What follows belongs to an exercise in optimizing a design on an open flow for small area; a production flow would make more cautious choices.
Function was checked by simulation only, so behaviour that the tests miss may differ from the original.

==> flow/design.v (excerpt) <==
module ddc_top (
    input  wire logic        i_clock,
    input  wire logic        i_rst_n,
    input  wire logic [31:0] i_sample,
    input  wire logic        i_valid,
    input  wire logic [31:0] i_phase_inc,
    input  wire logic        i_phase_inc_valid,
    output      logic [31:0] o_iq,
    output      logic        o_valid
);
clock: 10.0 ns
lec_check: 0
cap_margin: 20
core_margin: 2
core_utilization: 40
slew_margin: 20
synth_hierarchical: 1
standard.sh (not shown) runs the stock make flow with config.mk's settings and CLKGATE_MAP_FILE= SYNTH_SCRIPT=/design/flow/synth_recipe.tcl, a recipe that flattens the netlist after the stock synthesis.
==> flow/flow/run.sh <==
#!/bin/bash
# Layout flow: the standard synthesis, unchanged; then every combinational cell in
# the synthesized netlist is set to its smallest drive strength (registers keep their
# cells), so that the resizer in the standard layout sizes up only what timing, slew
# and capacitance need; then the standard layout from floorplan to finish.
set -euo pipefail
R="$PWD/orfs/results/$FLOW_PLATFORM/ddc_top/base"
bash standard.sh synth > synth_run.log 2>&1
cp "$R/1_2_yosys.v" 1_2_yosys.standard.v
python3 flow/downsize.py "$FLOW_HOME/platforms/$FLOW_PLATFORM/lib/sky130_fd_sc_hd__tt_025C_1v80.lib" \
    1_2_yosys.standard.v "$R/1_2_yosys.v" > downsize.log 2>&1
rm -f "$R/1_synth.odb" "$R/1_synth.sdc"
bash standard.sh > layout_run.log 2>&1
==> flow/flow/downsize.py <==
#!/usr/bin/env python3
"""downsize.py LIB IN.v OUT.v: give every combinational cell instance in IN.v the
smallest-area cell of the same function family (same name up to the drive suffix),
leaving flip-flops, latches and every other cell kind as they are."""
import re, sys

lib, src, dst = sys.argv[1:4]
area = {}
for m in re.finditer(r'cell\s*\(\s*"?(sky130_fd_sc_hd__\w+)"?\s*\)\s*\{.*?area\s*:\s*([\d.]+)', open(lib).read(), re.S):
    area[m.group(1)] = float(m.group(2))
family = {}
for c in area:
    m = re.match(r"(sky130_fd_sc_hd__[a-z0-9]+?)_(\d+)$", c)
    if m:
        family.setdefault(m.group(1), []).append(c)
KEEP = re.compile(r"sky130_fd_sc_hd__(df|edf|sdf|sedf|dl|sdl|conb|tap|fill|decap|diode|clk|lpflow|probe|macro)")
swap = {}
for base, cells in family.items():
    best = min(cells, key=lambda c: (area[c], c))
    for c in cells:
        if c != best and area[c] > area[best] and not KEEP.match(c):
            swap[c] = best
text = open(src).read()
count = {}
def rep(m):
    c = m.group(1)
    if c in swap:
        count[c] = count.get(c, 0) + 1
        return swap[c] + m.group(2)
    return m.group(0)
text = re.sub(r"\b(sky130_fd_sc_hd__\w+)(\s+\S+\s*\()", rep, text)
open(dst, "w").write(text)
saved = sum(n * (area[c] - area[swap[c]]) for c, n in count.items())
for c, n in sorted(count.items()):
    print(f"{n:6d} {c} -> {swap[c]}")
print(f"area saved before layout: {saved:.1f} um2")
Edit:
--- a/flow/flow/run.sh
+++ b/flow/flow/run.sh
@@ -12,2 +12,2 @@
 rm -f "$R/1_synth.odb" "$R/1_synth.sdc"
-bash standard.sh > layout_run.log 2>&1
+bash standard.sh BUFFER_PORTS_ARGS="-buffer_cell sky130_fd_sc_hd__buf_1" finish > layout_run.log 2>&1
Wire length rose by 1.2%.
Worst setup slack degrades by 13 ps.
Global-route usage goes up by 0.13 points.
Core utilization goes down by 0.61 points.
Via count stays flat.
Maximum frequency is about the same.
Area after synthesis is unchanged.
Hold slack hardly moves.
Flip-flop and latch count stays the same.
Edit:
--- a/flow/flow/run.sh
+++ b/flow/flow/run.sh
@@ -4,3 +4,4 @@
 # cells), so that the resizer in the standard layout sizes up only what timing, slew
-# and capacitance need; then the standard layout from floorplan to finish.
+# and capacitance need; then the standard layout from floorplan to finish, with
+# every port buffered by the smallest buffer (buf_1) instead of clkdlybuf4s50_1.
 set -euo pipefail
@@ -12,2 +13,2 @@
 rm -f "$R/1_synth.odb" "$R/1_synth.sdc"
-bash standard.sh BUFFER_PORTS_ARGS="-buffer_cell sky130_fd_sc_hd__buf_1" finish > layout_run.log 2>&1
+bash standard.sh BUFFER_PORTS_ARGS="-buffer_cell sky130_fd_sc_hd__buf_1" DONT_USE_CELLS="sky130_fd_sc_hd__probe_p_8 sky130_fd_sc_hd__probec_p_8 sky130_fd_sc_hd__lpflow_bleeder_1 sky130_fd_sc_hd__lpflow_clkbufkapwr_1 sky130_fd_sc_hd__lpflow_clkbufkapwr_16 sky130_fd_sc_hd__lpflow_clkbufkapwr_2 sky130_fd_sc_hd__lpflow_clkbufkapwr_4 sky130_fd_sc_hd__lpflow_clkbufkapwr_8 sky130_fd_sc_hd__lpflow_clkinvkapwr_1 sky130_fd_sc_hd__lpflow_clkinvkapwr_16 sky130_fd_sc_hd__lpflow_clkinvkapwr_2 sky130_fd_sc_hd__lpflow_clkinvkapwr_4 sky130_fd_sc_hd__lpflow_clkinvkapwr_8 sky130_fd_sc_hd__lpflow_decapkapwr_12 sky130_fd_sc_hd__lpflow_decapkapwr_3 sky130_fd_sc_hd__lpflow_decapkapwr_4 sky130_fd_sc_hd__lpflow_decapkapwr_6 sky130_fd_sc_hd__lpflow_decapkapwr_8 sky130_fd_sc_hd__lpflow_inputiso0n_1 sky130_fd_sc_hd__lpflow_inputiso0p_1 sky130_fd_sc_hd__lpflow_inputiso1n_1 sky130_fd_sc_hd__lpflow_inputiso1p_1 sky130_fd_sc_hd__lpflow_inputisolatch_1 sky130_fd_sc_hd__lpflow_isobufsrc_1 sky130_fd_sc_hd__lpflow_isobufsrc_16 sky130_fd_sc_hd__lpflow_isobufsrc_2 sky130_fd_sc_hd__lpflow_isobufsrc_4 sky130_fd_sc_hd__lpflow_isobufsrc_8 sky130_fd_sc_hd__lpflow_isobufsrckapwr_16 sky130_fd_sc_hd__lpflow_lsbuf_lh_hl_isowell_tap_1 sky130_fd_sc_hd__lpflow_lsbuf_lh_hl_isowell_tap_2 sky130_fd_sc_hd__lpflow_lsbuf_lh_hl_isowell_tap_4 sky130_fd_sc_hd__lpflow_lsbuf_lh_isowell_4 sky130_fd_sc_hd__lpflow_lsbuf_lh_isowell_tap_1 sky130_fd_sc_hd__lpflow_lsbuf_lh_isowell_tap_2 sky130_fd_sc_hd__lpflow_lsbuf_lh_isowell_tap_4 sky130_fd_sc_hd__buf_4 sky130_fd_sc_hd__buf_6 sky130_fd_sc_hd__buf_8 sky130_fd_sc_hd__buf_12 sky130_fd_sc_hd__buf_16" finish > layout_run.log 2>&1
--- a/flow/config.mk
+++ b/flow/config.mk
@@ -10,2 +10,5 @@
 export CORE_UTILIZATION = 40
+export CTS_BUF_LIST = sky130_fd_sc_hd__clkbuf_8 sky130_fd_sc_hd__clkbuf_16
+export CTS_CLUSTER_DIAMETER = 100
+export CTS_CLUSTER_SIZE = 20
 export SLEW_MARGIN = 20
Outcome:
- setup slack degrades by 52 ps
- cell count falls slightly
- area after synthesis is unchanged
Edit:
==> flow/flow/run.sh (replaced) <==
#!/bin/bash
# Layout flow: the standard synthesis, unchanged; then every combinational cell in
# the synthesized netlist is set to its smallest drive strength (registers keep their
# cells), so that the resizer in the standard layout sizes up only what timing, slew
# and capacitance need; then the standard layout from floorplan to finish.
set -euo pipefail
R="$PWD/orfs/results/$FLOW_PLATFORM/ddc_top/base"
bash standard.sh synth > synth_run.log 2>&1
cp "$R/1_2_yosys.v" 1_2_yosys.standard.v
python3 flow/downsize.py "$FLOW_HOME/platforms/$FLOW_PLATFORM/lib/sky130_fd_sc_hd__tt_025C_1v80.lib" \
    1_2_yosys.standard.v "$R/1_2_yosys.v" > downsize.log 2>&1
rm -f "$R/1_synth.odb" "$R/1_synth.sdc"
bash standard.sh > layout_run.log 2>&1
Critical path depth climbs by 4.
Design area is about the same.
Setup slack improves by 22 ps.

## port drivers added, routing unchanged
Ports are ideal in the flow. The routed layouts listed here were re-timed in OpenROAD.
Step 1 sets driving cells, clkbuf_16 on the clock port and buf_2 on the other inputs (assumed; they add their load-dependent delay and slew).
Step 2 also shifts input and output timing later by t, the mid clock arrival at the registers, as if the neighbouring blocks saw the same clock.
Three values: no drivers, after step 1, after step 2; two values: the first two.
run | shift t [ns] | setup WS [ns] | latest minus earliest clock arrival (ns)
the first run | 0.667 | 0.672 / 0.672 / 0.473 | 0.026 / 0.026
the second run | 0.659 | 0.659 / 0.659 / 0.659 | 0.013 / 0.013
the third run | 0.593 | 0.606 / 0.606 / 0.553 | 0.019 / 0.018
the fourth run | 0.605 | 0.628 / 0.628 / 0.513 | 0.023 / 0.024
After both steps every run listed still meets setup and hold. The setup slack of the first run, which loses most, moves by 0.000 ns with the drivers and by -0.199 ns with both steps.
